Optimization exercise on an open flow, not production practice. RTL: at most simulated, not proved equivalent. Function not checked: runs 1 to 5. Power: default activity.

### flow/config.mk
export PLATFORM = sky130hd
export DESIGN_NAME = rob_top
export DESIGN_NICKNAME = rob_top
export VERILOG_FILES = /design/flow/design.v
export SDC_FILE = /design/flow/constraint.sdc
export NUM_CORES = 4
export LEC_CHECK = 0
export ABC_AREA = 1
export CAP_MARGIN = 20
export CORE_MARGIN = 2
export CORE_UTILIZATION = 40
export PLACE_DENSITY = 0.6
export SETUP_SLACK_MARGIN = 4.3
export SLEW_MARGIN = 20
### flow/constraint.sdc
create_clock -name core_clock -period 7.0 [get_ports {clk}]
set_input_delay 1.4000 -clock core_clock [delete_from_list [all_inputs] [get_ports {clk}]]
set_output_delay 1.4000 -clock core_clock [all_outputs]
set_load 0.01 [all_outputs]
### flow/design.v
`timescale 1ns/1ps
`default_nettype none
package rob_cfg_pkg;
    localparam int WAY = 2;
    localparam int ROB_DEPTH    = 16;
    localparam int ROB_ID_WIDTH = 4;
    localparam int ARCH_WIDTH = 5;
    localparam int PRF_WIDTH  = 6;
    localparam int CDB_CHANNELS = 3;
    localparam int FULL_THRESHOLD = 2 * WAY;
    typedef logic [ROB_ID_WIDTH-1:0] rob_id_t;
    typedef logic [ROB_ID_WIDTH:0]   rob_ptr_t;
endpackage
`default_nettype wire
`timescale 1ns/1ps
`default_nettype none
module rob_top (
    input  logic         clk,
    input  logic         rst_n,
    input  logic         alloc_en,
    input  logic [27:0]  alloc_lanes,
    output logic [7:0]   tail_ids,
    input  logic [116:0] cdb,
    output logic [23:0]  commit_lanes,
    output logic         flush,
    output logic [31:0]  redirect_pc,
    output logic         full,
    output logic [1:0]   status
);
    localparam int N    = rob_cfg_pkg::ROB_DEPTH;
    localparam int NP   = N / 2;
    localparam int NCDB = rob_cfg_pkg::CDB_CHANNELS;
    function automatic logic [3:0] inc4(input logic [3:0] x);
        inc4 = {x[3] ^ (x[2] & x[1] & x[0]), x[2] ^ (x[1] & x[0]), x[1] ^ x[0], !x[0]};
    endfunction
    function automatic logic [3:0] dec4(input logic [3:0] x);
        dec4 = {x[3] ^ !(x[2] | x[1] | x[0]), x[2] ^ !(x[1] | x[0]), x[1] ^ !x[0], !x[0]};
    endfunction
    function automatic logic [2:0] inc3(input logic [2:0] x);
        inc3 = {x[2] ^ (x[1] & x[0]), x[1] ^ x[0], !x[0]};
    endfunction
    function automatic logic lt4(input logic [3:0] a, input logic [3:0] b);
        logic [3:0] e;
        e = ~(a ^ b);
        lt4 = (!a[3] && b[3])
            || (e[3] && !a[2] && b[2])
            || (e[3] && e[2] && !a[1] && b[1])
            || (e[3] && e[2] && e[1] && !a[0] && b[0]);
    endfunction
    logic [N-1:0]  st_a, st_b;
    logic [10:0]   e_d [N];     
    logic [3:0]  head;
    logic [2:0]  tail3;         
    logic [3:0]  occ;           
    logic        full_r, empty_r;
    logic        c0_r, c1_r, flush_r;
    logic [10:0] l0_r, l1_r;
    logic        mp_v;          
    logic [3:0]  mp_id;         
    logic [31:0] mp_pc;
    assign tail_ids     = {tail3, 1'b1, tail3, 1'b0};
    assign full         = full_r;
    assign status       = {full_r, empty_r};
    assign flush        = flush_r;
    assign redirect_pc  = mp_pc;
    assign commit_lanes = {c1_r, l1_r, c0_r, l0_r};
    logic [NCDB-1:0]       cv, ctk;
    logic [NCDB-1:0][3:0]  cid;
    logic [NCDB-1:0][31:0] cpc;
    logic [1:0]            la, lb, ldai;
    logic [1:0][10:0]      ld;
    always_comb begin
        for (int c = 0; c < NCDB; c++) begin
            cv[c]  = cdb[c*39 + 38];
            cid[c] = cdb[c*39 + 34 +: 4];
            ctk[c] = cdb[c*39 + 32];
            cpc[c] = cdb[c*39 +: 32];
        end
        for (int l = 0; l < 2; l++) begin
            ld[l]   = alloc_lanes[l*14 + 3 +: 11];
            ldai[l] = alloc_lanes[l*14 + 2];
            la[l] = !alloc_lanes[l*14 + 2] && (!alloc_lanes[l*14 + 1] ||  alloc_lanes[l*14 + 0]);
            lb[l] = !alloc_lanes[l*14 + 2] && (!alloc_lanes[l*14 + 1] || !alloc_lanes[l*14 + 0]);
        end
    end
    logic       clr, acc;
    logic [3:0] hn, hn1, k, k_in;
    logic       k0, k1, kge2, kge11, kge13;
    assign clr  = !rst_n || flush_r;
    assign acc  = alloc_en && !full_r;
    assign hn   = c1_r ? inc4(inc4(head)) : c0_r ? inc4(head) : head;
    assign hn1  = inc4(hn);
    assign k    = c1_r ? dec4(dec4(occ)) : c0_r ? dec4(occ) : occ;
    assign k0    = (k == 4'd0);
    assign k1    = (k == 4'd1);
    assign kge2  = k[3] || k[2] || k[1];
    assign kge11 = k[3] && (k[2] || (k[1] && k[0]));
    assign kge13 = k[3] && k[2] && (k[1] || k[0]);
    assign k_in  = {k[3] ^ (k[2] & k[1]), k[2] ^ k[1], !k[1], k[0]};    
    always_ff @(posedge clk) begin
        if (clr) begin
            head    <= '0;
            tail3   <= '0;
            occ     <= '0;
            full_r  <= 1'b0;
            empty_r <= 1'b1;
        end else begin
            head    <= hn;
            tail3   <= acc ? inc3(tail3) : tail3;
            occ     <= acc ? k_in : k;
            full_r  <= acc ? kge11 : kge13;
            empty_r <= !acc && k0;
        end
    end
    logic [N-1:0] hit;
    always_comb begin
        for (int i = 0; i < N; i++) begin
            hit[i] = 1'b0;
            for (int c = 0; c < NCDB; c++)
                if (cv[c] && (cid[c] == 4'(i))) hit[i] = 1'b1;
        end
    end
    always_ff @(posedge clk) begin
        for (int i = 0; i < N; i++) begin
            if (tail3 == 3'(i / 2)) e_d[i] <= ld[i%2];
            if (hit[i]) begin
                st_a[i] <= 1'b0;
                st_b[i] <= 1'b0;
            end else if (tail3 == 3'(i / 2)) begin
                st_a[i] <= la[i%2];
                st_b[i] <= lb[i%2];
            end
        end
    end
    logic [2:0]  pe, po;
    logic [10:0] dev, dod, ds0, ds1;
    logic        aev, bev, aod, bod, sa0, sb0, sa1, sb1;
    logic        hit0, hit1, cmis0, cmis1;
    logic        rdy0, rdy1, live0, live1, mis0, mis1, c0_n, c1_n;
    assign po  = hn[3:1];
    assign pe  = hn1[3:1];
    assign dev = e_d[{pe, 1'b0}];
    assign dod = e_d[{po, 1'b1}];
    assign aev = st_a[{pe, 1'b0}];
    assign bev = st_b[{pe, 1'b0}];
    assign aod = st_a[{po, 1'b1}];
    assign bod = st_b[{po, 1'b1}];
    assign ds0 = hn[0] ? dod : dev;
    assign ds1 = hn[0] ? dev : dod;
    assign sa0 = hn[0] ? aod : aev;
    assign sb0 = hn[0] ? bod : bev;
    assign sa1 = hn[0] ? aev : aod;
    assign sb1 = hn[0] ? bev : bod;
    always_comb begin
        hit0 = 1'b0; hit1 = 1'b0; cmis0 = 1'b0; cmis1 = 1'b0;
        for (int c = 0; c < NCDB; c++) begin
            if (cv[c] && (cid[c] == hn)) begin
                hit0  = 1'b1;
                cmis0 = cmis0 || (ctk[c] ? (!sa0 && sb0) : (sa0 && !sb0));
            end
            if (cv[c] && (cid[c] == hn1)) begin
                hit1  = 1'b1;
                cmis1 = cmis1 || (ctk[c] ? (!sa1 && sb1) : (sa1 && !sb1));
            end
        end
    end
    assign live0 = !k0 || acc;
    assign live1 = kge2 || acc;
    assign rdy0  = !k0 ? ((!sa0 && !sb0) || hit0) : ldai[0];
    assign rdy1  = kge2 ? ((!sa1 && !sb1) || hit1) : k1 ? ldai[0] : ldai[1];
    assign mis0  = !k0 && ((mp_v && (mp_id == hn))  || cmis0);
    assign mis1  = kge2 && ((mp_v && (mp_id == hn1)) || cmis1);
    assign c0_n  = !clr && live0 && rdy0;
    assign c1_n  = c0_n && !mis0 && live1 && rdy1;
    always_ff @(posedge clk) begin
        c0_r    <= c0_n;
        c1_r    <= c1_n;
        flush_r <= c0_n && (mis0 || (live1 && rdy1 && mis1));
        l0_r    <= !k0 ? ds0 : ld[0];
        l1_r    <= kge2 ? ds1 : k1 ? ld[0] : ld[1];
    end
    logic [N-1:0]    wt, wn;
    logic [NCDB-1:0] cand, cwrap, csel;
    logic            hwrap;
    assign hwrap = lt4(mp_id, head);
    always_comb begin
        for (int i = 0; i < N; i++) begin
            wt[i] = !st_a[i] && (!mp_v || (lt4(4'(i), mp_id) ^ lt4(4'(i), head) ^ hwrap));
            wn[i] = !st_b[i] && (!mp_v || (lt4(4'(i), mp_id) ^ lt4(4'(i), head) ^ hwrap));
        end
        for (int c = 0; c < NCDB; c++) begin
            cand[c]  = cv[c] && (ctk[c] ? wt[cid[c]] : wn[cid[c]]);
            cwrap[c] = lt4(cid[c], head);
        end
        for (int c = 0; c < NCDB; c++) begin
            csel[c] = cand[c];
            for (int d = 0; d < NCDB; d++)
                if (d != c)
                    csel[c] = csel[c] && (!cand[d] || (lt4(cid[c], cid[d]) ^ cwrap[c] ^ cwrap[d]));
        end
    end
    always_ff @(posedge clk) begin
        if (clr) mp_v <= 1'b0;
        else     mp_v <= mp_v || (|cand);
        if (csel[0]) begin
            mp_pc <= cpc[0];
            mp_id <= cid[0];
        end else if (csel[1]) begin
            mp_pc <= cpc[1];
            mp_id <= cid[1];
        end else if (csel[2]) begin
            mp_pc <= cpc[2];
            mp_id <= cid[2];
        end
    end
endmodule
`default_nettype wire
### flow/flow/run.sh
#!/bin/bash
# The standard layout (standard.sh), with one change: the port buffers
# that global placement inserts are plain sky130_fd_sc_hd__buf_1 cells
# instead of the delay cells buffer_ports picks by default.
# make's full output goes to standard.log; ORFS keeps each step's log
# under orfs/logs/.
set -euo pipefail
export BUFFER_PORTS_ARGS="-buffer_cell sky130_fd_sc_hd__buf_1"
bash standard.sh > standard.log 2>&1
### flow/standard.sh
#!/bin/bash
# synth_recipe.tcl (not shown) runs the flow's synth.tcl, then flattens the netlist and writes it again
# the make line also repeats each setting of config.mk as NAME=value (left out here)
make -C /OpenROAD-flow-scripts/flow DESIGN_CONFIG=/design/flow/config.mk WORK_HOME=/design/flow/orfs CLKGATE_MAP_FILE= SYNTH_SCRIPT=/design/flow/synth_recipe.tcl "${@:-finish}"
==> flow_metrics.tcl, run 1 <==
set metrics [dict create \
    post_drt_via_cell_ratio 5.72 \
    drt-wirelength-per-cell_um 21.4 \
    dr_total_vias 16451 \
    syn_nets 2187 \
    grt.overflow.total 0 \
    worstPathMaxFanout 7 \
    wirelength_met1_um 24200 \
    tritoncts "yes" \
    tightestPinTransition_ns 0.761 \
    ff2ff_setup_slack_ns 3.52 \
    drc 0 \
    grt_pass1_wl_um 90900 \
    finalPower_uw 10400 \
    critical_path_class "flip-flop to flip-flop" \
    fillers 3642 \
    status "timing/DRC/antenna clean" \
    clkTransAtPathRegs_ns 0.06 \
    yosysWarnings 2 \
    max_freq_mhz 287 \
    min_to "st_b[7]$_SDFFE_PP0N_" \
    met2_wirelength_um 27800 \
    slowest_delay_ns 0.50 \
    reg2reg_to "mp_pc[5]$_DFFE_PP_" \
    dieArea_um2 42400 \
    finalSetupViolCount 0 \
    layout-drive-gt1-share 0.205 \
    cts_buffers 31 \
    grtUsageTotal 0.283 \
    gp_congestion 0.967 \
    ir_drop_mv 0.293 \
    reg2reg_depth 21 \
    p_leak_uw 0.00887 \
    ys_types 56 \
    initial_core_util 0.407 \
    postSynthAreaPerCell_um2 8.08 \
    synth_edf_count 212 \
    setup.worst_path.end_class "flip-flop" \
    seq_area_frac_synth 0.478 \
    cellPowerDensity_nw_per_um2 487 \
    worstHoldStart "st_b[7]$_SDFFE_PP0N_" \
    rsz0062_at_grt "true" \
    ant_nets 0 \
    die_width_um 206 \
    io_pins 216 \
    ctsRootBufferMaster "clkbuf_16" \
    worstPathRequired_ns 7.36 \
    drv_slew 0 \
    slew_headroom 0.493 \
    wl_um 61600 \
    core_area_um2 40000 \
    finalSetupTns_ns 0 \
    async_flop_share 0 \
    r2r-start "mp_id[3]$_DFFE_PP_" \
    dp.cells 2672 \
    drtPass1Iterations 7 \
    layout.nets 2495 \
    fin_skew_ns 0.0129 \
    grt_pass1_vias 15490 \
    io_buffers 210 \
    cpMostUsedCell "nand3_4" \
    crit_slowest_cell "edfxtp_1" \
    syn_inst 2017 \
    min_period_ns 3.48 \
    antenna_found_initial 3 \
    arrival_ns 3.84 \
    dr.max_layer_used "met5" \
    ys.flop_type "edfxtp_1" \
    whs_path_depth 2 \
    synthToLayoutAreaGrowth_pct 30.4 \
    htree_levels 1 \
    stdcell_count 2876 \
    grt_start_max_net_pins 27 \
    synth-seq-cells 283 \
    clk_path_buf_depth 3 \
    numClockSinks 283 \
    crit_chain "inv_2, ha_4, inv_4, a21oi_4, nand3_4, nand2_8, buf_12, nand2_4, nand3_4, nand3_1, nand3_1, nand2_1, o21ai_2, nand3_4, nor2_4, buf_8, nand2_2, nand3b_1, buf_4, nand3_4, clkbuf_16" \
    dp_hpwl_um 37200 \
    netlist_area_um2 16300 \
    hold_class "flip-flop to flip-flop" \
    rows 73 \
    timing.final.crit_share 0.497 \
    drv_cap 0 \
    die_h_um 206 \
    finalHoldViolCount 0 \
    clock_latency_ns 0.60 \
    wl_met3_um 6220 \
    drt_iter0_drc 1857 \
    cp-start-kind "flip-flop" \
]
## area by class of cell
| type | instances | area [µm²] | area share |
|---|---|---|---|
| Multi-Input combinational cell | 1409 | 8310 | 0.391 |
| Sequential cell | 283 | 7810 | 0.367 |
| Timing Repair Buffer | 351 | 2410 | 0.113 |
| Inverter | 247 | 1020 | 0.0479 |
| Clock buffer | 49 | 945 | 0.0444 |
| Tap cell | 525 | 657 | 0.0309 |
| Clock inverter | 9 | 93.8 | 0.00442 |
| Timing Repair inverter | 2 | 15.0 | 0.000706 |
| Antenna cell | 1 | 2.50 | 0.000118 |
## critical path, delay by kind of cell, from the launching register on
| family | cells | cell delay [ns] |
|---|---|---|
| AOI/OAI and AO/OA | 2 | 0.33 |
| adders and majority gates | 1 | 0.29 |
| buffers and inverters | 6 | 0.80 |
| DFF | 1 | 0.50 |
| and+or+nand+nor | 12 | 1.31 |
## worst max path at each step
stage,startpoint,endpoint,slack (ns),cells after the start
2_1_floorplan,cdb[37],mp_id[0]$_DFFE_PP_,3.35,11
3_3_place_gp,cdb[74],mp_pc[13]$_DFFE_PP_,1.11,10
3_5_place_dp,cdb[74],mp_pc[13]$_DFFE_PP_,1.04,10
4_1_cts,mp_id[3]$_DFFE_PP_,mp_pc[18]$_DFFE_PP_,3.64,21
5_1_grt,cdb[73],mp_pc[16]$_DFFE_PP_,3.48,15
6_report,mp_id[3]$_DFFE_PP_,mp_pc[5]$_DFFE_PP_,3.52,21
## where the power goes
group	internal, µW	switching [µW]	total [µW]
clock network	965	692	1660
registers	2360	274	2630
logic	2160	3910	6070
## cell usage in the layout (no fill, tap or decap), types with 6 or more instances in the layout
master / count
o211ai_1: 12
or2_2: 15
nand3_4: 35
nand2_2: 39
inv_1: 211
buf_2: 8
buf_4: 90
a21oi_1: 61
nand2_4: 16
a221oi_1: 15
a211oi_2: 6
o21ai_0: 61
clkinvlp_4: 17
dfxtp_1: 64
buf_1: 197
clkbuf_16: 33
clkbuf_1: 9
nand3_2: 59
ha_1: 18
o21ai_1: 15
nor2_2: 15
nor3_1: 18
buf_12: 12
a22oi_1: 10
nor2_1: 111
buf_6: 25
o22ai_1: 6
nor2_4: 14
edfxtp_1: 212
inv_2: 13
o2111ai_1: 9
xor2_1: 23
nand3_1: 251
nand4_1: 55
a31oi_1: 12
buf_16: 8
nand2_1: 464
clkbuf_8: 8
## synthesized netlist by cell type, drive strengths merged (14+ instances only)
cell type	instances	area share
nand2	518	0.12
dfxtp	71	0.087
ha	22	0.017
edfxtp	212	0.39
nand4	56	0.022
or2	15	0.0058
nor2	137	0.034
inv	242	0.056
xor2	26	0.014
nand3	332	0.11
buf	56	0.023
a221oi	16	0.0086
clkbuf	41	0.0094
a21oi	63	0.020
o21ai	81	0.025
a31oi	14	0.0054
nor3	24	0.0074
## sequential cells by signal, summed over array words and instances (netlist names)
| register | cells |
|---|---|
| st_a | 16 |
| mp_pc | 32 |
| c0_r | 1 |
| st_b | 16 |
| l1_r | 11 |
| mp_v | 1 |
| tail3 | 3 |
| empty_r | 1 |
| occ | 4 |
| mp_id | 4 |
| head | 4 |
| l0_r | 11 |
| full_r | 1 |
| e_d | 176 |
| c1_r | 1 |
| flush_r | 1 |
## cell families (layout without fill, tap and decap cells)
| kind of cell | after synthesis | after routing | synth area share |
|---|---|---|---|
| AO/OA/AOI/OAI | 240 | 240 | 0.0921 |
| buffers and inverters | 344 | 658 | 0.0892 |
| other | 2 | 3 | 0.000461 |
| AND/OR/NAND/NOR | 1095 | 1114 | 0.307 |
| XOR/XNOR | 31 | 31 | 0.0167 |
| flip-flops | 283 | 283 | 0.478 |
| adder cells (fa/ha/maj) | 22 | 22 | 0.0169 |
## what timing repair did
item	CTS	global route
pin swaps	62	28
endpoints found under the setup margin	107	122
gates resized for setup	257	68
cloned	29	1
endpoints found under the hold margin	0	0
setup buffers	96	17
hold buffers	0	0
## stage by stage
step | util | setup WS, ns | cell area [µm²] | hold WS, ns
5_1_grt | 0.531 | 3.48 | 21300 | 0.489
4_1_cts | 0.519 | 3.64 | 20800 | 0.463
3_5_place_dp | 0.437 | 1.04 | 17500 | 0.454
2_1_floorplan | - | 3.35 | 16500 | 0.439
3_3_place_gp | 0.435 | 1.11 | 17400 | 0.449
6_report | 0.531 | 3.52 | 21300 | 0.462
## per-layer routing
metal  track usage  up-vias
met1         0.372     7708
met2         0.447      986
met3        0.0627      231
met5             0        -
li1              -     7522
met4         0.128        4
==> run 2: changes to the inputs <==
==> flow/run.sh (new file) <==
#!/bin/bash
# synth_recipe.tcl (not shown) runs the flow's synth.tcl, then flattens the netlist and writes it again
# the make line also repeats each setting of config.mk as NAME=value (left out here)
make -C /OpenROAD-flow-scripts/flow DESIGN_CONFIG=/design/flow/config.mk WORK_HOME=/design/flow/orfs CLKGATE_MAP_FILE= SYNTH_SCRIPT=/design/flow/synth_recipe.tcl finish
removed: flow/flow/run.sh
removed: flow/standard.sh
==> run 2 against run 1 <==
  * Still clean on timing, DRC and antenna
  * Combinational power rose by 16%
  * Total power rose by 9.4%
  * Maximum frequency rose by 1.3%
  * Global-route usage fell by 0.72 points
  * Die area did not move
  * Register-to-register slack improved by 0.04 ns
  * Final area rose by 8.4%
  * Clock skew rose by 0.018 ns
  * Clock power fell by 2%
  * Area after synthesis did not move
  * Routed wire length rose by 1.2%
  * Critical path type unchanged
  * Highest routed layer is now met4
==> flow_metrics.tcl, run 2 <==
set metrics [dict create \
    status "timing/DRC/antenna clean" \
    cp-start-kind "flip-flop" \
    final_cell_mix "444 x nand2_1, 232 x nand3_1, 212 x edfxtp_1" \
    dieArea_um2 42400 \
    ys_top_cells_by_area "edfxtp_1 39%, nand2_1 12%, nand3_1 9.4%" \
    die_h_um 206 \
    grt_pass1_vias 14566 \
    setup_ws_ns 3.56 \
    cellPowerDensity_nw_per_um2 492 \
    syn_nets 2187 \
    netlist_area_um2 16300 \
    synthToLayoutAreaGrowth_pct 41.3 \
    dr_total_vias 16109 \
    yosysMostFrequentCell "nand2_1" \
    rsz0062_at_grt "true" \
    wl_um 62300 \
    finalPower_uw 11300 \
    gp_congestion 0.969 \
    hold_class "flip-flop to flip-flop" \
    regMostFlops "e_d" \
    diodes 0 \
    ys.flop_type "edfxtp_1" \
    slew_headroom 0.298 \
    p_leak_uw 0.00972 \
    timing.final.crit_share 0.491 \
    largest_reg_flops 176 \
    tightestPinTransition_ns 1.05 \
    ant_nets 0 \
    drv_cap 0 \
    max_freq_mhz 291 \
    whs_path_depth 2 \
    worstPathMaxFanout 8 \
    cts_buffers 31 \
    cts_hold_buffers 0 \
    layout.nets 2506 \
    ctsRootBufferMaster "clkbuf_16" \
    drt-wirelength-per-cell_um 21.6 \
    clock_latency_ns 0.60 \
    drt_iter0_drc 1511 \
    post_drt_via_cell_ratio 5.58 \
    clk_path_buf_depth 3 \
    die_width_um 206 \
    finalSetupViolCount 0 \
    clkTransAtPathRegs_ns 0.07 \
    synth_top_cell_by_area "edfxtp_1" \
    seq_area_frac_synth 0.478 \
    tritoncts "yes" \
    htree_levels 1 \
    min_to "st_a[12]$_SDFFE_PP0N_" \
    io_buffers 210 \
    critical_path_class "flip-flop to flip-flop" \
    dp_hpwl_um 38700 \
    setup.worst_path.end_class "flip-flop" \
    postSynthAreaPerCell_um2 8.08 \
    yosysWarnings 2 \
    synth_edf_count 212 \
    core_area_um2 40000 \
    dp_slack_ns 1.81 \
    finalSetupTns_ns 0 \
    stdcell_count 2886 \
    r2r-start "mp_id[3]$_DFFE_PP_" \
    reg2reg_depth 20 \
    yosys-top-cells-count "511 x nand2_1, 307 x nand3_1, 233 x inv_1" \
    arrival_ns 3.81 \
    fillers 3621 \
    grtUsageTotal 0.276 \
    layout_commonest_cell "nand2_1" \
    initial_core_util 0.407 \
    ff2ff_setup_slack_ns 3.56 \
    antenna_found_initial 0 \
    reg_top3 "e_d: 176 flops, mp_pc: 32 flops" \
    drc 0 \
    reg2reg_to "mp_pc[6]$_DFFE_PP_" \
    dp.cells 2675 \
    grt_start_max_net_pins 37 \
    synth.top_cell.area_share 0.391 \
    async_flop_share 0 \
    grt_pass1_wl_um 88000 \
    ir_drop_mv 0.270 \
    numClockSinks 283 \
    worstPathRequired_ns 7.37 \
    fin_skew_ns 0.0306 \
    syn_inst 2017 \
    synth-seq-cells 283 \
    layout-drive-gt1-share 0.255 \
    worstHoldStart "st_a[12]$_SDFFE_PP0N_" \
    drv_slew 0 \
    grt.overflow.total 0 \
    finalHoldViolCount 0 \
    io_pins 216 \
    ys_types 56 \
    rows 73 \
    min_period_ns 3.44 \
    drtPass1Iterations 6 \
]
==> run 2: critical path, stage by stage, from the launching register on <==
cell and delay [ns]:
edfxtp_1 0.52, inv_2 0.12, ha_4 0.30, inv_4 0.04
a21oi_4 0.14, nand3_4 0.17, nand2_8 0.15, inv_2 0.07
nand2_2 0.07, nand2_1 0.10, o211ai_1 0.23, nand4_1 0.15
nand2_1 0.10, nand2_2 0.07, nor2_4 0.22, buf_6 0.14
nand2_2 0.03, nand3b_1 0.12, nand3_4 0.16, buf_12 0.18
buf_16 0.13
==> run 2: routing by layer <==
| metal | global-route usage | routed length (µm) |
|---|---|---|
| met3 | 0.0371 | 4900 |
| met4 | 0.0926 | 2380 |
| met2 | 0.453 | 29200 |
| met5 | 0 | 0 |
| met1 | 0.375 | 25800 |
==> run 2: worst max path at each step <==
stage	cells after the start	from	slack, ns	to
after CTS	19	mp_id[3]$_DFFE_PP_	3.68	mp_pc[6]$_DFFE_PP_
after global routing	20	mp_id[3]$_DFFE_PP_	3.47	mp_pc[6]$_DFFE_PP_
after floorplan	11	cdb[37]	3.35	mp_id[0]$_DFFE_PP_
after detailed placement	16	c1_r$_DFF_P_	1.81	l1_r[10]$_DFF_P_
final	20	mp_id[3]$_DFFE_PP_	3.56	mp_pc[6]$_DFFE_PP_
after global placement	15	cdb[74]	1.79	mp_pc[5]$_DFFE_PP_
==> run 2: power breakdown <==
part           internal, µW  switching [µW]
Sequential             2360             280
Combinational          2820            4250
Clock                   905             711
Total                  6080            5240
==> run 2: area by class of cell <==
| class | instances | area (µm²) | area share |
|---|---|---|---|
| flip-flops and latches | 283 | 7820 | 0.339 |
| repair inverters | 3 | 20.0 | 0.000869 |
| multi-input cells | 1393 | 8650 | 0.376 |
| clock inverters | 20 | 180 | 0.00782 |
| well taps | 525 | 657 | 0.0285 |
| repair buffers | 377 | 3820 | 0.166 |
| inverters | 247 | 1070 | 0.0467 |
| clock buffers | 38 | 812 | 0.0353 |
==> run 2: cell families after synthesis <==
| kind of cell | Yosys count | share of synthesized area |
|---|---|---|
| xor+xnor | 31 | 0.0167 |
| fa+ha+maj | 22 | 0.0169 |
| other cells | 2 | 0.000461 |
| buf+inv | 344 | 0.0892 |
| flops | 283 | 0.478 |
| compound gates | 240 | 0.0921 |
| simple gates | 1095 | 0.307 |
==> run 2: repair_timing <==
| item | CTS | global route |
|---|---|---|
| setup endpoints to repair | 186 | 107 |
| cloned | 12 | 4 |
| resized for setup | 331 | 282 |
| setup buffers | 57 | 79 |
| pin swaps | 42 | 110 |
==> run 2: metrics by stage <==
stage | area [µm²] | util | hold WS (ns)
floorplan | 16500 | - | 0.439
CTS | 21300 | 0.532 | 0.466
detailed placement | 18800 | 0.469 | 0.455
finish | 23000 | 0.576 | 0.466
global placement | 18800 | 0.469 | 0.450
global route | 23000 | 0.576 | 0.486
==> run 3: changes to the inputs <==
--- a/flow/design.v
+++ b/flow/design.v
@@ -112,13 +112,13 @@
             empty_r <= !acc && k0;
         end
     end
-    logic [N-1:0] hit;
-    always_comb begin
-        for (int i = 0; i < N; i++) begin
-            hit[i] = 1'b0;
-            for (int c = 0; c < NCDB; c++)
-                if (cv[c] && (cid[c] == 4'(i))) hit[i] = 1'b1;
-        end
+    logic [NCDB-1:0][N-1:0] cdec;
+    logic [N-1:0]           hit;
+    always_comb begin
+        for (int c = 0; c < NCDB; c++)
+            for (int i = 0; i < N; i++)
+                cdec[c][i] = cv[c] && (cid[c] == 4'(i));
+        hit = cdec[0] | cdec[1] | cdec[2];
     end
     always_ff @(posedge clk) begin
         for (int i = 0; i < N; i++) begin
@@ -139,12 +139,17 @@
     logic        rdy0, rdy1, live0, live1, mis0, mis1, c0_n, c1_n;
     assign po  = hn[3:1];
     assign pe  = hn1[3:1];
-    assign dev = e_d[{pe, 1'b0}];
-    assign dod = e_d[{po, 1'b1}];
-    assign aev = st_a[{pe, 1'b0}];
-    assign bev = st_b[{pe, 1'b0}];
-    assign aod = st_a[{po, 1'b1}];
-    assign bod = st_b[{po, 1'b1}];
+    always_comb begin
+        dev = '0; dod = '0; aev = 1'b0; bev = 1'b0; aod = 1'b0; bod = 1'b0;
+        for (int p = 0; p < NP; p++) begin
+            dev = dev | (e_d[2*p]   & {11{pe == 3'(p)}});
+            dod = dod | (e_d[2*p+1] & {11{po == 3'(p)}});
+            aev = aev | (st_a[2*p]   && pe == 3'(p));
+            bev = bev | (st_b[2*p]   && pe == 3'(p));
+            aod = aod | (st_a[2*p+1] && po == 3'(p));
+            bod = bod | (st_b[2*p+1] && po == 3'(p));
+        end
+    end
     assign ds0 = hn[0] ? dod : dev;
     assign ds1 = hn[0] ? dev : dod;
     assign sa0 = hn[0] ? aod : aev;
@@ -179,29 +184,25 @@
         l0_r    <= !k0 ? ds0 : ld[0];
         l1_r    <= kge2 ? ds1 : k1 ? ld[0] : ld[1];
     end
-    logic [N-1:0]    wt, wn;
-    logic [NCDB-1:0] cand, cwrap, csel;
+    logic [NCDB-1:0] cmis, cwrap, cbeat, csel;
     logic            hwrap;
     assign hwrap = lt4(mp_id, head);
     always_comb begin
-        for (int i = 0; i < N; i++) begin
-            wt[i] = !st_a[i] && (!mp_v || (lt4(4'(i), mp_id) ^ lt4(4'(i), head) ^ hwrap));
-            wn[i] = !st_b[i] && (!mp_v || (lt4(4'(i), mp_id) ^ lt4(4'(i), head) ^ hwrap));
-        end
-        for (int c = 0; c < NCDB; c++) begin
-            cand[c]  = cv[c] && (ctk[c] ? wt[cid[c]] : wn[cid[c]]);
+        for (int c = 0; c < NCDB; c++) begin
+            cmis[c]  = |(cdec[c] & (ctk[c] ? ~st_a : ~st_b));
             cwrap[c] = lt4(cid[c], head);
-        end
-        for (int c = 0; c < NCDB; c++) begin
-            csel[c] = cand[c];
+            cbeat[c] = !mp_v || (lt4(cid[c], mp_id) ^ cwrap[c] ^ hwrap);
+        end
+        for (int c = 0; c < NCDB; c++) begin
+            csel[c] = cmis[c] && cbeat[c];
             for (int d = 0; d < NCDB; d++)
                 if (d != c)
-                    csel[c] = csel[c] && (!cand[d] || (lt4(cid[c], cid[d]) ^ cwrap[c] ^ cwrap[d]));
+                    csel[c] = csel[c] && (!cmis[d] || (lt4(cid[c], cid[d]) ^ cwrap[c] ^ cwrap[d]));
         end
     end
     always_ff @(posedge clk) begin
         if (clr) mp_v <= 1'b0;
-        else     mp_v <= mp_v || (|cand);
+        else     mp_v <= mp_v || (|cmis);
         if (csel[0]) begin
             mp_pc <= cpc[0];
             mp_id <= cid[0];
==> flow/flow/run.sh (new file) <==
#!/bin/bash
# The standard layout (standard.sh), with one change: the port buffers
# that global placement inserts are plain sky130_fd_sc_hd__buf_1 cells
# instead of the delay cells buffer_ports picks by default.
# make's full output goes to standard.log; ORFS keeps each step's log
# under orfs/logs/.
set -euo pipefail
export BUFFER_PORTS_ARGS="-buffer_cell sky130_fd_sc_hd__buf_1"
bash standard.sh > standard.log 2>&1
==> flow/standard.sh (new file) <==
#!/bin/bash
# synth_recipe.tcl (not shown) runs the flow's synth.tcl, then flattens the netlist and writes it again
# the make line also repeats each setting of config.mk as NAME=value (left out here)
make -C /OpenROAD-flow-scripts/flow DESIGN_CONFIG=/design/flow/config.mk WORK_HOME=/design/flow/orfs CLKGATE_MAP_FILE= SYNTH_SCRIPT=/design/flow/synth_recipe.tcl "${@:-finish}"
--- a/flow/config.mk
+++ b/flow/config.mk
@@ -9,6 +9,8 @@
 export CAP_MARGIN = 20
 export CORE_MARGIN = 2
 export CORE_UTILIZATION = 40
+export CTS_CLUSTER_DIAMETER = 80
+export CTS_CLUSTER_SIZE = 30
 export PLACE_DENSITY = 0.6
-export SETUP_SLACK_MARGIN = 4.3
+export SETUP_SLACK_MARGIN = 3.6
 export SLEW_MARGIN = 20
removed: flow/run.sh
==> run 3 against run 2 <==
  * Final cell count down 17%
  * First-iteration DRC count fell by 32%
  * Highest routed layer is now met5
  * Critical endpoint is now mp_pc[29]$_DFFE_PP_
  * Synthesized cell count decreased by 19%
  * Still clean
==> flow_metrics.tcl, run 3 <==
set metrics [dict create \
    arrival_ns 3.76 \
    ys.flop_type "edfxtp_1" \
    synthToLayoutAreaGrowth_pct 26.9 \
    ys_top_cells_by_area "edfxtp_1 44%, nand2_1 10%, dfxtp_1 9.7%" \
    post_drt_via_cell_ratio 5.61 \
    dp.cells 2267 \
    layout_commonest_cell "nand2_1" \
    clock_latency_ns 0.55 \
    stdcell_count 2394 \
    min_period_ns 3.46 \
    cts_buffers 18 \
    setup_ws_ns 3.54 \
    die_h_um 195 \
    worstPathRequired_ns 7.30 \
    io_pins 216 \
    cp-start-kind "primary input" \
    netlist_area_um2 14600 \
    worstSetupEndpoint "mp_pc[29]$_DFFE_PP_" \
    reg_top3 "e_d: 176 flops, mp_pc: 32 flops" \
    grt_pass1_vias 12424 \
    wl_um 51800 \
    yosysWarnings 2 \
    critical_path_class "primary input to flip-flop" \
    finalSetupViolCount 0 \
    clk_path_buf_depth 3 \
    status "timing/DRC/antenna clean" \
    reg2reg_to "l1_r[2]$_DFF_P_" \
    hold_class "flip-flop to flip-flop" \
    die_width_um 195 \
    tightestPinTransition_ns 0.844 \
    slew_headroom 0.436 \
    grt_pass1_wl_um 74800 \
    layout.nets 2087 \
    dieArea_um2 38100 \
    syn_nets 1810 \
    rsz0062_at_grt "true" \
    clkTransAtPathRegs_ns 0.10 \
    setup.worst_path.end_class "flip-flop" \
    grt.overflow.total 0 \
    dr_total_vias 13441 \
    ys_types 61 \
    layout-drive-gt1-share 0.195 \
    syn_inst 1637 \
    regMostFlops "e_d" \
    core_area_um2 36300 \
    gp_congestion 0.962 \
    dp_hpwl_um 33700 \
    ant_nets 0 \
    synth_edf_count 212 \
    max_freq_mhz 289 \
    postSynthAreaPerCell_um2 8.93 \
    numClockSinks 283 \
    synth_top_cell_by_area "edfxtp_1" \
    synth-seq-cells 283 \
    ir_drop_mv 0.304 \
    ff2ff_setup_slack_ns 3.71 \
    ctsRootBufferMaster "clkbuf_16" \
    tritoncts "yes" \
    drv_cap 0 \
    drtPass1Iterations 6 \
    fin_skew_ns 0.0481 \
    synth.top_cell.area_share 0.435 \
    finalPower_uw 9360 \
    drc 0 \
    post-route-util 0.512 \
    p_leak_uw 0.00707 \
    finalHoldViolCount 0 \
    initial_core_util 0.403 \
    final_cell_mix "381 x nand2_1, 212 x edfxtp_1, 194 x buf_1" \
    cellPowerDensity_nw_per_um2 505 \
    yosysMostFrequentCell "nand2_1" \
    htree_levels 1 \
    r2r-start "head[0]$_SDFF_PP0_" \
    timing.final.crit_share 0.494 \
    worstPathMaxFanout 8 \
    reg2reg_depth 14 \
    largest_reg_flops 176 \
    startpoint "cdb[32]" \
    finalSetupTns_ns 0 \
    antenna_found_initial 3 \
    io_buffers 210 \
    grtUsageTotal 0.257 \
    drv_slew 0 \
    seq_area_frac_synth 0.533 \
    drt-wirelength-per-cell_um 21.6 \
    drt_iter0_drc 1029 \
    fillers 3335 \
    dp_slack_ns 1.57 \
    async_flop_share 0 \
    yosys-top-cells-count "402 x nand2_1, 212 x edfxtp_1, 141 x inv_1" \
    rows 70 \
    grt_start_max_net_pins 38 \
]
==> run 3: cell count changes after synthesis, moves of 14 or more <==
cell      before  now
o21ai_0       64  101
o221ai_1       0   14
clkbuf_1      41   13
o21ai_1       16   35
o22ai_1        7   33
nor3_1        24   10
nand2_1      511  402
inv_1        233  141
nand4_1       55   18
nand3_2       21    4
nand3_1      307   93
nor4_1         3   19
==> run 3: power breakdown <==
part / switching (µW) / internal (µW)
Combinational: 3470 / 1940
Clock: 654 / 524
Sequential: 340 / 2440
Total: 4470 / 4900
==> run 3: area by class of cell <==
class,instances,area (µm²),share of cell area
repair buffers,309,2010,0.109
diodes,1,2.50,0.000135
inverters,164,718,0.0387
clock buffers,18,450,0.0243
clock inverters,13,183,0.00985
well taps,468,586,0.0316
multi-input cells,1138,6810,0.367
flip-flops and latches,283,7790,0.420
==> run 3: worst min path at each step <==
stage                              start                   end  slack [ns]  cells past startpoint
floorplan           st_a[9]$_SDFFE_PP0N_  st_a[9]$_SDFFE_PP0N_        0.45                      2
global placement    st_a[9]$_SDFFE_PP0N_  st_a[9]$_SDFFE_PP0N_        0.50                      2
detailed placement  st_a[9]$_SDFFE_PP0N_  st_a[9]$_SDFFE_PP0N_        0.51                      2
CTS                 st_a[9]$_SDFFE_PP0N_  st_a[9]$_SDFFE_PP0N_        0.54                      2
global route        st_a[9]$_SDFFE_PP0N_  st_a[9]$_SDFFE_PP0N_        0.56                      2
finish              st_a[9]$_SDFFE_PP0N_  st_a[9]$_SDFFE_PP0N_        0.54                      2
==> run 3: what timing repair did <==
| item | CTS | global route |
|---|---|---|
| setup endpoints to repair | 99 | 96 |
| buffers inserted | 43 | 39 |
| hold buffers | 0 | 0 |
| gates cloned | 7 | 6 |
| resized for setup | 174 | 126 |
| pin swaps | 21 | 46 |
==> run 3: layer usage <==
metal	global-route usage	share of wire	up-vias
li1	-	-	6250
met1	0.339	0.41	6444
met2	0.436	0.48	617
met3	0.0326	0.071	126
met4	0.0888	0.040	4
met5	0	0.00041	-
==> run 3: through the flow <==
| stage | area (µm²) | hold slack (ns) |
|---|---|---|
| after floorplan | 14700 | 0.452 |
| after global placement | 15800 | 0.505 |
| final | 18600 | 0.540 |
| after global routing | 18600 | 0.558 |
| after CTS | 17700 | 0.541 |
| after detailed placement | 15800 | 0.512 |
==> run 3: worst max-delay path: stages <==
cell      delay [ns]
buf_1           0.23
inv_1           0.28
o21ai_1         0.13
nor4_2          0.48
o22ai_2         0.23
o211ai_1        0.18
a21oi_4         0.06
buf_12          0.14
buf_12          0.12
nor2_4          0.13
nand2_4         0.09
buf_12          0.14
buf_12          0.13
==> run 3: kinds of logic after synthesis <==
group / after synthesis / share of synthesized area
simple gates: 742 / 0.222
compound gates: 339 / 0.142
flops: 283 / 0.533
buf+inv: 222 / 0.0651
fa+ha+maj: 25 / 0.0214
xor+xnor: 24 / 0.0157
other cells: 2 / 0.000514
==> run 4: changes to the inputs <==
--- a/flow/config.mk
+++ b/flow/config.mk
@@ -8,9 +8,9 @@
 export ABC_AREA = 1
 export CAP_MARGIN = 20
 export CORE_MARGIN = 2
-export CORE_UTILIZATION = 40
+export CORE_UTILIZATION = 55
 export CTS_CLUSTER_DIAMETER = 80
 export CTS_CLUSTER_SIZE = 30
-export PLACE_DENSITY = 0.6
+export PLACE_DENSITY = 0.7
 export SETUP_SLACK_MARGIN = 3.6
 export SLEW_MARGIN = 20
==> run 4 against run 3 <==
  * Still clean
  * Maximum frequency increased by 0.65%
  * Final area is 1.4% lower
  * Count of clock-buffer cells in the layout grew 3
  * Critical endpoint is now mp_pc[0]$_DFFE_PP_
  * Highest routed layer is now met4
==> flow_metrics.tcl, run 4 <==
set metrics [dict create \
    tightestPinTransition_ns 1.12 \
    yosysMostFrequentCell "nand2_1" \
    crit_chain "buf_12, clkinvlp_4, buf_6, buf_6, buf_6, ha_4, a31oi_1, o211ai_1, xnor2_1, nand2_2, nand2_4, nor2_4, buf_12, nor2_4, buf_12, nand2_8, buf_16" \
    ys_types 61 \
    ir_drop_mv 0.655 \
    htree_levels 1 \
    diodes 0 \
    cts_buffers 17 \
    ctsRootBufferMaster "clkbuf_16" \
    synthSimpleGateAreaFrac 0.222 \
    seq_area_frac_synth 0.533 \
    synth-seq-cells 283 \
    grt_pass1_wl_um 74600 \
    fin_skew_ns 0.0308 \
    layout.nets 2092 \
    post_drt_via_cell_ratio 6.09 \
    p_leak_uw 0.00698 \
    wl_um 51100 \
    syn_nets 1810 \
    numClockSinks 283 \
    postSynthAreaPerCell_um2 8.93 \
    max_freq_mhz 291 \
    initial_core_util 0.561 \
    clock_latency_ns 0.54 \
    tritoncts "yes" \
    drt-wirelength-per-cell_um 22.6 \
    crit_slowest_cell "xnor2_1" \
    synth_fa_ha_area_frac 0.0214 \
    dr_total_vias 13792 \
    io_pins 216 \
    ys_top_cells_by_area "edfxtp_1 44%, nand2_1 10%, dfxtp_1 9.7%" \
    die_h_um 167 \
    largest_reg_flops 176 \
    timing.final.crit_share 0.491 \
    synth_edf_count 212 \
    dp_hpwl_um 32100 \
    setup.worst_path.end_class "flip-flop" \
    finalSetupTns_ns 0 \
    drt_iter0_drc 1369 \
    clkTransAtPathRegs_ns 0.10 \
    critical_path_class "primary input to flip-flop" \
    hold_class "flip-flop to flip-flop" \
    netlist_area_um2 14600 \
    regMostFlops "e_d" \
    io_buffers 210 \
    yosys-top-cells-count "402 x nand2_1, 212 x edfxtp_1, 141 x inv_1" \
    antenna_found_initial 0 \
    ant_nets 0 \
    layout_commonest_cell "nand2_1" \
    grtUsageTotal 0.346 \
    drtPass1Iterations 8 \
    min_period_ns 3.44 \
    arrival_ns 3.75 \
    cp-start-kind "primary input" \
    cellPowerDensity_nw_per_um2 513 \
    grt_pass1_vias 13100 \
    setup_ws_ns 3.56 \
    drc 0 \
    status "timing/DRC/antenna clean" \
    slowest_delay_ns 0.23 \
    dieArea_um2 27900 \
    drv_cap 0 \
    worstPathRequired_ns 7.31 \
    drv_slew 0 \
    synth_xor_area_frac 0.0157 \
    clk_path_buf_depth 3 \
    layout-drive-gt1-share 0.192 \
    synthMuxAreaShare 0 \
    finalSetupViolCount 0 \
    async_flop_share 0 \
    synthToLayoutAreaGrowth_pct 25.1 \
    final_cell_mix "388 x nand2_1, 212 x edfxtp_1, 195 x buf_1" \
    yosysWarnings 2 \
    finalHoldViolCount 0 \
    die_width_um 167 \
    core_area_um2 26100 \
    ys.flop_type "edfxtp_1" \
    synth_top_family_by_area "simple AND/OR/NAND/NOR gates" \
    gp_congestion 1.05 \
    synth.top_cell.area_share 0.435 \
    grt.overflow.total 0 \
    rows 59 \
    synth_compound_area_frac 0.142 \
    synth_top_cell_by_area "edfxtp_1" \
    dp_slack_ns 1.53 \
    grt_start_max_net_pins 38 \
    worstPathMaxFanout 7 \
    reg_top3 "e_d: 176 flops, mp_pc: 32 flops" \
    syn_inst 1637 \
    slew_headroom 0.255 \
    rsz0062_at_grt "true" \
]
==> run 4: worst max-delay path: cells and delay by family <==
kind | cells | cell delay (ns)
AND/OR/NAND/NOR | 5 | 0.44
buffers and inverters | 8 | 1.13
adder cells (fa/ha/maj) | 1 | 0.14
XOR/XNOR | 1 | 0.23
AO/OA/AOI/OAI | 2 | 0.39
==> run 4: area by class of cell <==
type                       count  area, µm²
timing repair buffer         314       1950
multi-input combinational   1139       6800
sequential                   283       7800
inverter                     164        708
fill                        2052       7770
tap                          335        419
clock inverter                 9        166
clock buffer                  21        440
==> run 4: power by group <==
part           total [µW]  switching (µW)  internal, µW
sequential           2790             350          2440
clock                1140             640           502
combinational        5460            3550          1910
==> run 4: logic make-up after synthesis <==
kind of cell | after synthesis
adders and majority gates | 25
AOI/OAI and AO/OA | 339
and+or+nand+nor | 742
other | 2
DFF | 283
xor gates and xnor gates | 24
buffers and inverters | 222
==> run 4: through the flow <==
| step | cell area [µm²] | power [µW] | utilization | hold WS [ns] | cells |
|---|---|---|---|---|---|
| 2_1_floorplan | 14700 | 5670 | - | 0.452 | 1637 |
| 3_3_place_gp | 15600 | 6880 | 0.599 | 0.496 | 2130 |
| 3_5_place_dp | 15600 | 6990 | 0.599 | 0.519 | 2130 |
| 4_1_cts | 17300 | 8800 | 0.662 | 0.537 | 2217 |
| 5_1_grt | 18300 | 9910 | 0.702 | 0.581 | 2265 |
| 6_report | 18300 | 9390 | 0.702 | 0.549 | 2265 |
==> run 4: worst paths after layout <==
kind / slack [ns] / endpoint / start / cells after the start
worst max-delay path: 3.56 / mp_pc[0]$_DFFE_PP_ / cdb[76] / 17
worst min-delay path: 0.55 / st_a[9]$_SDFFE_PP0N_ / st_a[9]$_SDFFE_PP0N_ / 2
worst max register to register: 3.77 / l1_r[1]$_DFF_P_ / head[0]$_SDFF_PP0_ / 19
worst min register to register: 0.55 / st_a[9]$_SDFFE_PP0N_ / st_a[9]$_SDFFE_PP0N_ / 2
==> run 4: routing by layer <==
metal	track usage	wire [µm]
met3	0.0518	4690
met4	0.163	2900
met5	0	0
met1	0.445	19200
met2	0.579	24300
==> run 4: timing repair <==
| action | 4_1_cts | 5_1_grt |
|---|---|---|
| pin swaps | 20 | 39 |
| gates cloned | 8 | 4 |
| gates resized for setup | 145 | 154 |
| hold buffers | 0 | 0 |
| setup buffers | 49 | 44 |
| endpoints found under the setup margin | 99 | 99 |
==> run 5: changes to the inputs <==
--- a/flow/design.v
+++ b/flow/design.v
@@ -203,16 +203,10 @@
     always_ff @(posedge clk) begin
         if (clr) mp_v <= 1'b0;
         else     mp_v <= mp_v || (|cmis);
-        if (csel[0]) begin
-            mp_pc <= cpc[0];
-            mp_id <= cid[0];
-        end else if (csel[1]) begin
-            mp_pc <= cpc[1];
-            mp_id <= cid[1];
-        end else if (csel[2]) begin
-            mp_pc <= cpc[2];
-            mp_id <= cid[2];
-        end
+        mp_pc <= ({32{csel[0]}} & cpc[0]) | ({32{csel[1]}} & cpc[1]) | ({32{csel[2]}} & cpc[2])
+               | ({32{!(|csel)}} & mp_pc);
+        mp_id <= ({4{csel[0]}} & cid[0]) | ({4{csel[1]}} & cid[1]) | ({4{csel[2]}} & cid[2])
+               | ({4{!(|csel)}} & mp_id);
     end
 endmodule
 `default_nettype wire
--- a/flow/config.mk
+++ b/flow/config.mk
@@ -8,9 +8,9 @@
 export ABC_AREA = 1
 export CAP_MARGIN = 20
 export CORE_MARGIN = 2
-export CORE_UTILIZATION = 55
+export CORE_UTILIZATION = 40
 export CTS_CLUSTER_DIAMETER = 80
 export CTS_CLUSTER_SIZE = 30
-export PLACE_DENSITY = 0.7
+export PLACE_DENSITY = 0.6
 export SETUP_SLACK_MARGIN = 3.6
 export SLEW_MARGIN = 20
==> run 5 against run 4 <==
  * First-iteration DRC count down 30%
  * Critical path depth is 2 lower
  * Utilization decreased by 21 points
  * Clock power is 9.6% higher
  * Highest routed layer unchanged
  * Critical path type unchanged
  * Count of clock-buffer cells in the layout increased by 1
  * Largest power group unchanged
  * Via count is 4.3% lower
  * Synthesized cell count is 0.86% higher
  * Maximum frequency is 1.8% lower
==> flow_metrics.tcl, run 5 <==
set metrics [dict create \
    dp_hpwl_um 34200 \
    wl_um 50600 \
    reg2reg_to "l0_r[4]$_DFF_P_" \
    cellPowerDensity_nw_per_um2 516 \
    r2r-start "c0_r$_DFF_P_" \
    regMostFlops "e_d" \
    finalHoldViolCount 0 \
    worstPathMaxFanout 8 \
    dr_total_vias 13202 \
    drv_cap 0 \
    finalSetupTns_ns 0 \
    syn_nets 1824 \
    grt_start_max_net_pins 36 \
    clock_latency_ns 0.55 \
    slowest_delay_ns 0.38 \
    worstPathRequired_ns 7.40 \
    ys_types 55 \
    io_buffers 210 \
    drc 0 \
    async_flop_share 0 \
    ant_nets 0 \
    critPathTopFamily "buffers and inverters" \
    postPlaceCellArea_um2 15700 \
    max_freq_mhz 286 \
    dieArea_um2 38000 \
    seq_area_frac_synth 0.510 \
    grt_pass1_vias 12281 \
    dp_slack_ns 1.85 \
    p_leak_uw 0.00678 \
    ys.flop_type "edfxtp_1" \
    postSynthAreaPerCell_um2 8.82 \
    grt.overflow.total 0 \
    timing.final.crit_share 0.500 \
    min_to "mp_pc[21]$_DFF_P_" \
    synth_top_cell_by_area "edfxtp_1" \
    reg2reg_depth 15 \
    yosysWarnings 2 \
    slew_headroom 0.503 \
    cp-start-kind "primary input" \
    setup_ws_ns 3.50 \
    synthToLayoutAreaGrowth_pct 20.9 \
    critPathBufInv 7 \
    largest_reg_flops 176 \
    crit_chain "buf_1, buf_6, clkinvlp_4, nor3_4, inv_4, nor2_1, inv_1, o22ai_1, nor4_2, o22ai_2, buf_4, nand4_4, clkbuf_16, nand3_2, nand4_1" \
    layout.nets 2069 \
    rows 69 \
    layout_commonest_cell "nand2_1" \
    diodes 0 \
    grtUsageTotal 0.251 \
    finalInstanceArea_um2 17600 \
    ff2ff_setup_slack_ns 3.74 \
    ys_top_cells_by_area "edfxtp_1 36%, dfxtp_1 15%, nand2_1 9.8%" \
    synth_edf_count 176 \
    yosysMostFrequentCell "nand2_1" \
    tightestPinTransition_ns 0.740 \
    arrival_ns 3.90 \
    grt_pass1_wl_um 73500 \
    min_period_ns 3.50 \
    drt_iter0_drc 958 \
    core_area_um2 35700 \
    post_drt_via_cell_ratio 5.57 \
    finalSetupViolCount 0 \
    initial_core_util 0.407 \
    yosys-top-cells-count "382 x nand2_1, 176 x edfxtp_1, 149 x nor2_1" \
    reg_top3 "e_d: 176 flops, mp_pc: 32 flops" \
    rsz0062_at_grt "true" \
    finalPower_uw 9070 \
    clkTransAtPathRegs_ns 0.08 \
    drtPass1Iterations 5 \
    whs_path_depth 2 \
    die_h_um 195 \
    drv_slew 0 \
    crit_slowest_cell "o22ai_2" \
    final_cell_mix "374 x nand2_1, 197 x buf_1, 176 x edfxtp_1" \
    synth-seq-cells 283 \
    worstHoldStart "mp_pc[21]$_DFF_P_" \
    post-route-util 0.492 \
    drt-wirelength-per-cell_um 21.4 \
    io_pins 216 \
    clk_path_buf_depth 3 \
    critical_path_class "primary input to flip-flop" \
    layout-drive-gt1-share 0.162 \
    gp_congestion 0.933 \
    netlist_area_um2 14600 \
    cts_buffers 19 \
    multi_input_area_um2 6680 \
    syn_inst 1651 \
    ctsRootBufferMaster "clkbuf_16" \
    antenna_found_initial 0 \
    regArea_um2 7430 \
    fin_skew_ns 0.0300 \
    status "timing/DRC/antenna clean" \
    fillers 3431 \
    tritoncts "yes" \
    setup.worst_path.end_class "flip-flop" \
    numClockSinks 283 \
    die_width_um 195 \
    hold_class "flip-flop to flip-flop" \
    ir_drop_mv 0.301 \
    synth.top_cell.area_share 0.363 \
    htree_levels 1 \
]
-- run 5: cell types whose count changed in the layout (fill, tap and decap cells not counted), sizes merged, moves of 7 or more --
cell,previous run,this run
o21ai,138,71
nand3,97,132
a21oi,75,64
and2,1,8
nand4,18,46
xor2,19,27
a22oi,0,12
nand2,422,403
buf,308,272
edfxtp,212,176
dfxtp,71,107
-- run 5: cells by family after synthesis --
kind of cell | synth area share
simple gates | 0.249
flops | 0.510
compound gates | 0.127
buf+inv | 0.0706
xor+xnor | 0.0211
fa+ha+maj | 0.0215
other cells | 0.000516
-- run 5: timing repair --
action,4_1_cts,5_1_grt
hold buffers,0,0
gates cloned,4,8
gates resized for setup,79,84
setup buffers,28,24
endpoints found under the setup margin,62,61
pin swaps,11,18
endpoints found under the hold margin,0,0
-- run 5: per-layer routing --
layer | part of all wire | global-route usage | vias to the layer above | wire (µm)
li1 | - | - | 6219 | -
met1 | 0.41 | 0.323 | 6327 | 20900
met2 | 0.49 | 0.436 | 553 | 24600
met3 | 0.067 | 0.0307 | 103 | 3410
met4 | 0.035 | 0.0857 | 0 | 1750
met5 | 0 | 0 | - | 0
-- run 5: layout make-up --
class                           instances  share of cell area
Tap cell                              461              0.0328
Timing Repair inverter                  1            0.000427
Inverter                              162              0.0386
Multi-Input combinational cell       1147               0.380
Timing Repair Buffer                  282              0.0880
Clock inverter                         12              0.0100
Clock buffer                           22              0.0282
Sequential cell                       283               0.422
-- run 5: how the worst max path moves through the flow --
stage	start	endpoint	slack, ns	depth (start not counted)
after floorplan	cdb[76]	mp_id[0]$_DFF_P_	3.61	16
after global placement	cdb[115]	mp_id[2]$_DFF_P_	1.87	13
after detailed placement	cdb[114]	mp_id[2]$_DFF_P_	1.85	13
after CTS	c1_r$_DFF_P_	l0_r[4]$_DFF_P_	3.60	15
after global routing	cdb[34]	mp_pc[31]$_DFF_P_	3.43	15
final	cdb[34]	mp_pc[31]$_DFF_P_	3.50	15
-- run 5: report_power, final --
group	switching [µW]	total, µW	internal (µW)	leakage (µW)
Combinational	3360	5180	1830	0.00394
Clock	655	1250	593	0.000328
Sequential	350	2640	2290	0.00251
Total	4360	9070	4710	0.00678
-- run 5: per-stage QoR --
stage / cells / hold WS [ns]
2_1_floorplan: 1651 / 0.452
3_3_place_gp: 2272 / 0.470
3_5_place_dp: 2272 / 0.476
4_1_cts: 2338 / 0.496
5_1_grt: 2370 / 0.520
6_report: 2370 / 0.493
-- run 5: worst register-to-register path, stage by stage, from the launching register on --
cell and delay [ns]:
dfxtp_2 0.43, inv_2 0.13, nor2_2 0.13, nand2_2 0.18, nand2_8 0.19, inv_16 0.10
ha_2 0.24, xor2_4 0.25, nor2_2 0.14, nand2_2 0.17, clkinvlp_4 0.20, a22o_1 0.28
nor4b_4 0.42, nor2_1 0.07, a21oi_1 0.13, o21ai_1 0.10
==> run 6: changes to the inputs <==
--- a/flow/design.v
+++ b/flow/design.v
@@ -203,10 +203,10 @@
     always_ff @(posedge clk) begin
         if (clr) mp_v <= 1'b0;
         else     mp_v <= mp_v || (|cmis);
-        mp_pc <= ({32{csel[0]}} & cpc[0]) | ({32{csel[1]}} & cpc[1]) | ({32{csel[2]}} & cpc[2])
-               | ({32{!(|csel)}} & mp_pc);
-        mp_id <= ({4{csel[0]}} & cid[0]) | ({4{csel[1]}} & cid[1]) | ({4{csel[2]}} & cid[2])
-               | ({4{!(|csel)}} & mp_id);
+        if (|csel) begin
+            mp_pc <= ({32{csel[0]}} & cpc[0]) | ({32{csel[1]}} & cpc[1]) | ({32{csel[2]}} & cpc[2]);
+            mp_id <= ({4{csel[0]}} & cid[0]) | ({4{csel[1]}} & cid[1]) | ({4{csel[2]}} & cid[2]);
+        end
     end
 endmodule
 `default_nettype wire
--- a/flow/config.mk
+++ b/flow/config.mk
@@ -5,7 +5,7 @@
 export SDC_FILE = /design/flow/constraint.sdc
 export NUM_CORES = 4
 export LEC_CHECK = 0
-export ABC_AREA = 1
+export ABC_AREA = 0
 export CAP_MARGIN = 20
 export CORE_MARGIN = 2
 export CORE_UTILIZATION = 40
==> run 6 against run 5 <==
  * Still clean on timing, DRC and antenna
  * First-iteration DRC count up 38%
  * Die area grew 1.4%
  * Sequential power about the same
  * Area after synthesis up 1.4%
  * Register-to-register slack got worse by 0.12 ns
  * Count of clock-buffer cells in the layout decreased by 3
  * Sequential cell count unchanged
  * Critical path type unchanged
  * Critical endpoint is now mp_pc[1]$_DFFE_PP_
==> flow_metrics.tcl, run 6 <==
set metrics [dict create \
    status "timing/DRC/antenna clean" \
    die_h_um 196 \
    drt_iter0_drc 1321 \
    drtPass1Iterations 8 \
    io_buffers 210 \
    worstPathRequired_ns 7.27 \
    initial_core_util 0.404 \
    dr_total_vias 12365 \
    ys_types 88 \
    worstHoldStart "st_b[11]$_SDFFE_PP0N_" \
    reg2reg_to "flush_r$_DFF_P_" \
    synthToLayoutAreaGrowth_pct 28.0 \
    grt_pass1_vias 11808 \
    postPlaceCellArea_um2 16100 \
    finalSetupTns_ns 0 \
    finalHoldViolCount 0 \
    ant_nets 0 \
    r2r-start "head[0]$_SDFF_PP0_" \
    setup.worst_path.end_class "flip-flop" \
    slowest_delay_ns 0.45 \
    finalSetupViolCount 0 \
    reg_top3 "e_d: 176 flops, mp_pc: 32 flops" \
    grtUsageTotal 0.244 \
    clkTransAtPathRegs_ns 0.09 \
    syn_nets 1509 \
    core_area_um2 36500 \
    tightestPinTransition_ns 1.02 \
    clock_latency_ns 0.53 \
    whs_path_depth 2 \
    async_flop_share 0 \
    drv_cap 0 \
    ys_top_cells_by_area "edfxtp_1 43%, dfxtp_1 9.6%, mux2i_1 4.3%" \
    clk_path_buf_depth 3 \
    post-route-util 0.518 \
    max_freq_mhz 277 \
    timing.final.crit_share 0.516 \
    htree_levels 1 \
    synth_edf_count 212 \
    yosysMostFrequentCell "edfxtp_1" \
    drv_slew 0 \
    largest_reg_flops 176 \
    finalInstanceArea_um2 18900 \
    regMostFlops "e_d" \
    reg2reg_depth 11 \
    rows 70 \
    layout_commonest_cell "edfxtp_1" \
    ff2ff_setup_slack_ns 3.62 \
    hold_class "flip-flop to flip-flop" \
    min_to "st_b[11]$_SDFFE_PP0N_" \
    arrival_ns 3.88 \
    yosysWarnings 2 \
    setup_ws_ns 3.39 \
    final_cell_mix "212 x edfxtp_1, 195 x buf_1, 135 x nand2_1" \
    dp_hpwl_um 30700 \
    cpMostUsedCell "buf_12" \
    worstPathMaxFanout 9 \
    crit_chain "buf_6, buf_12, clkinvlp_4, buf_8, or3_1, o21ai_0, a221o_1, a221oi_4, a221oi_2, o21a_4, buf_12, clkbuf_16, a222oi_1, inv_1" \
    synth.top_cell.area_share 0.431 \
    fin_skew_ns 0.0224 \
    drt-wirelength-per-cell_um 23.7 \
    grt_pass1_wl_um 71500 \
    drc 0 \
    critical_path_class "primary input to flip-flop" \
    ir_drop_mv 0.344 \
    antenna_found_initial 1 \
    wl_um 49500 \
    io_pins 216 \
    crit_slowest_cell "a221oi_4" \
    ctsRootBufferMaster "clkbuf_16" \
    min_period_ns 3.61 \
    layout-drive-gt1-share 0.216 \
    cts_hold_buffers 0 \
    synth-seq-cells 283 \
    numClockSinks 283 \
    tritoncts "yes" \
    syn_inst 1336 \
    dp_slack_ns 1.46 \
    die_width_um 196 \
    cellPowerDensity_nw_per_um2 435 \
    yosys-top-cells-count "212 x edfxtp_1, 140 x nand2_1, 93 x nor2_1" \
    hold_slack_ns 0.575 \
    gp_congestion 0.913 \
    cts_buffers 17 \
    critPathTopFamily "compound AO/OA/AOI/OAI gates" \
    grt.overflow.total 0 \
    layout.nets 1788 \
    critPathBufInv 7 \
    netlist_area_um2 14800 \
    grt_start_max_net_pins 37 \
    rsz0062_at_grt "true" \
    post_drt_via_cell_ratio 5.90 \
    slew_headroom 0.318 \
    synth_top_cell_by_area "edfxtp_1" \
    cp-start-kind "primary input" \
    postSynthAreaPerCell_um2 11.1 \
    p_leak_uw 0.00693 \
    startpoint "cdb[37]" \
    ys.flop_type "edfxtp_1" \
    dieArea_um2 38500 \
    seq_area_frac_synth 0.527 \
]
-- run 6: changes by cell type in the layout (fill, tap and decap cells not counted), sizes merged, moves of 42 or more --
cell / delta
buf: +62
inv: -89
mux2i: +64
nand2: -263
nand3: -87
nor2: -71
xnor2: +42
-- run 6: power breakdown --
part	switching, µW	internal (µW)	total (µW)	leakage, µW
logic	2450	1950	4390	0.00406
registers	331	2330	2660	0.00257
clock network	627	538	1160	0.000293
-- run 6: logic make-up after synthesis --
kind of cell,Yosys count,synth area share
other,2,0.000508
xor gates and xnor gates,58,0.0382
muxes,107,0.0818
and+or+nand+nor,378,0.120
AOI/OAI and AO/OA,310,0.154
buffers and inverters,157,0.0454
adders and majority gates,41,0.0321
DFF,283,0.527
-- run 6: metal layers --
layer,wire length (µm),GRT usage,share of wire
met5,0,0,0
met4,2380,0.102,0.048
met3,3540,0.0418,0.071
met2,23200,0.416,0.47
met1,20400,0.308,0.41
-- run 6: what timing repair did --
action,in CTS,in global routing
buffers inserted,62,34
pin swaps,26,70
resized for setup,125,116
setup endpoints to repair,98,89
gates cloned,10,7
-- run 6: worst max path at each step --
| stage | to | cells after the start |
|---|---|---|
| 3_5_place_dp | mp_pc[25]$_DFFE_PP_ | 11 |
| 5_1_grt | mp_pc[8]$_DFFE_PP_ | 14 |
| 2_1_floorplan | mp_id[0]$_DFFE_PP_ | 10 |
| 3_3_place_gp | mp_pc[25]$_DFFE_PP_ | 9 |
| 6_report | mp_pc[1]$_DFFE_PP_ | 14 |
| 4_1_cts | mp_id[2]$_DFFE_PP_ | 14 |
-- run 6: metrics by stage --
step | power, µW | instances
3_5_place_dp | 6180 | 1949
3_3_place_gp | 6120 | 1949
6_report | 8220 | 2095
4_1_cts | 7890 | 2051
2_1_floorplan | 5140 | 1336
5_1_grt | 8680 | 2095
-- run 6: cell type report --
class	instances	area (µm²)
repair buffers	347	2560
diodes	1	2.50
well taps	468	586
flip-flops and latches	283	7800
clock inverters	11	168
clock buffers	19	443
inverters	66	298
repair inverters	1	8.76
multi-input cells	899	7040
fillers	3197	17600
-- run 6: tightest hold or removal path: cells and delay by family (launching register included) --
kind	cells	cell delay, ns
simple gates	1	0.09
compound gates	1	0.06
flops	1	0.39
==> run 7: changes to the inputs <==
--- a/flow/config.mk
+++ b/flow/config.mk
@@ -5,7 +5,7 @@
 export SDC_FILE = /design/flow/constraint.sdc
 export NUM_CORES = 4
 export LEC_CHECK = 0
-export ABC_AREA = 0
+export ABC_AREA = 1
 export CAP_MARGIN = 20
 export CORE_MARGIN = 2
 export CORE_UTILIZATION = 40
@@ -14,3 +14,4 @@
 export PLACE_DENSITY = 0.6
 export SETUP_SLACK_MARGIN = 3.6
 export SLEW_MARGIN = 20
+export TNS_END_PERCENT = 10
==> run 7 against run 6 <==
  * Still clean on timing, DRC and antenna
  * Maximum frequency increased by 5.6%
  * Worst hold slack got worse by 0.028 ns
  * Register-to-register slack gained 0.06 ns
  * Sequential cell count unchanged
  * Area after synthesis down 2.2%
  * Routed wire length rose by 0.35%
  * Critical path type unchanged
  * Largest power group unchanged
==> flow_metrics.tcl, run 7 <==
set metrics [dict create \
    status "timing/DRC/antenna clean" \
    cellPowerDensity_nw_per_um2 505 \
    grtUsageTotal 0.254 \
    drv_slew 0 \
    synth_top_family_by_area "simple AND/OR/NAND/NOR gates" \
    cp-start-kind "primary input" \
    timing.final.crit_share 0.489 \
    synthMuxAreaShare 0 \
    synth_edf_count 212 \
    use_met3 0.0367 \
    multi_input_area_um2 6520 \
    ctsRootBufferMaster "clkbuf_16" \
    cpMostUsedCell "buf_12" \
    syn_nets 1774 \
    finalHoldViolCount 0 \
    synth_top_cell_by_area "edfxtp_1" \
    tritoncts "yes" \
    rsz0062_at_grt "true" \
    synth.top_cell.area_share 0.441 \
    dp_hpwl_um 33900 \
    max_freq_mhz 292 \
    wl_um 49700 \
    seq_area_frac_synth 0.539 \
    dp.cells 2222 \
    ir_drop_mv 0.401 \
    finalSetupViolCount 0 \
    final_cell_mix "387 x nand2_1, 212 x edfxtp_1, 195 x buf_1" \
    yosys-top-cells-count "403 x nand2_1, 212 x edfxtp_1, 159 x nor2_1" \
    regArea_um2 7790 \
    synthSimpleGateAreaFrac 0.237 \
    arrival_ns 3.68 \
    post-route-util 0.502 \
    initial_core_util 0.406 \
    layout-drive-gt1-share 0.172 \
    synth_compound_area_frac 0.130 \
    slowest_delay_ns 0.52 \
    crit_chain "buf_6, inv_6, nor2_1, inv_2, nor2_1, inv_1, o221ai_2, o41ai_2, o21ai_2, nand2_1, nand2_2, nor2_4, buf_12, nor2_4, buf_12, o21ai_4, buf_12" \
    worstPathMaxFanout 12 \
    clk_path_buf_depth 3 \
    crit_slowest_cell "o41ai_2" \
    clkTransAtPathRegs_ns 0.10 \
    grt_start_max_net_pins 39 \
    cts_buffers 18 \
    grt_pass1_wl_um 74300 \
    hold_class "flip-flop to flip-flop" \
    grt_pass1_vias 12454 \
    fillers 3380 \
    layout_commonest_cell "nand2_1" \
    drtPass1Iterations 5 \
    yosysWarnings 2 \
    layout.nets 2038 \
    reg_top3 "e_d: 176 flops, mp_pc: 32 flops" \
    clock_latency_ns 0.57 \
    io_pins 216 \
    ys_types 58 \
    antenna_found_initial 2 \
    io_buffers 210 \
    ys_top_cells_by_area "edfxtp_1 44%, nand2_1 10%, dfxtp_1 9.8%" \
    min_period_ns 3.42 \
    cts_hold_buffers 0 \
    dr_total_vias 13052 \
    dieArea_um2 37700 \
    regMostFlops "e_d" \
    synth-seq-cells 283 \
    drt_iter0_drc 1151 \
    synth_xor_area_frac 0.0134 \
    synth_fa_ha_area_frac 0.0216 \
    gr-usage-met2 0.437 \
    critical_path_class "primary input to flip-flop" \
    htree_levels 1 \
    post_drt_via_cell_ratio 5.58 \
]
-- run 7: changes by cell type after synthesis, sizes merged, moves of 45 or more --
cell,before,now
xnor2,48,3
nor2,94,174
nand3,45,135
mux2i,64,0
inv,65,133
nand2,140,417
-- run 7: cell families (layout without fill, tap and decap cells) --
logic type / after synthesis / after routing
adders and majority gates: 25 / 25
and+or+nand+nor: 790 / 794
other: 2 / 3
xor gates and xnor gates: 20 / 20
DFF: 283 / 283
buffers and inverters: 193 / 463
AOI/OAI and AO/OA: 288 / 290
-- run 7: per-layer routing --
layer  vias up  routed length [µm]  part of all wire
met4         2                2420             0.049
met1      6163               19900              0.40
met2       632               23700              0.48
li1       6130                   -                 -
met5         -                  15           0.00030
met3       125                3680             0.074
-- run 7: what timing repair did --
item | 4_1_cts | 5_1_grt
endpoints found under the hold margin | 0 | 0
resized for setup | 108 | 95
cloned | 6 | 1
pin swaps | 17 | 40
endpoints found under the setup margin | 99 | 97
setup buffers | 34 | 42
-- run 7: worst paths after layout --
kind                                       startpoint               endpoint  slack, ns  cells past startpoint
worst max-delay path                          cdb[75]     mp_id[0]$_DFFE_PP_       3.58                     17
worst max register to register           c0_r$_DFF_P_        l1_r[0]$_DFF_P_       3.68                     17
worst min register to register  st_a[14]$_SDFFE_PP0N_  st_a[14]$_SDFFE_PP0N_       0.55                      2
worst min-delay path            st_a[14]$_SDFFE_PP0N_  st_a[14]$_SDFFE_PP0N_       0.55                      2
-- run 7: cell type report --
cell class                      count  share of cell area
Sequential cell                   283               0.436
Multi-Input combinational cell   1131               0.365
Timing Repair Buffer              298              0.0963
Inverter                          133              0.0328
Tap cell                          461              0.0323
Clock buffer                       21              0.0258
Clock inverter                     11              0.0114
Antenna cell                        1            0.000140
-- run 7: metrics by stage --
stage               setup WS, ns  hold WS, ns  power [µW]
global placement            1.79        0.523        6910
global route                3.53        0.567        9610
detailed placement          1.78        0.527        6960
CTS                         3.56        0.539        8650
floorplan                   3.31        0.465        5630
finish                      3.58        0.547        9020
-- run 7: where the power goes --
group	switching, µW	internal [µW]	leakage (µW)
combinational	3300	1750	0.00383
sequential	342	2420	0.00257
clock	669	535	0.000313
total	4310	4710	0.00672
-- run 7: critical path: cells and delay by family --
family	cells	cell delay (ns)
buffers and inverters	7	0.88
AND/OR/NAND/NOR	6	0.46
AO/OA/AOI/OAI	4	0.91
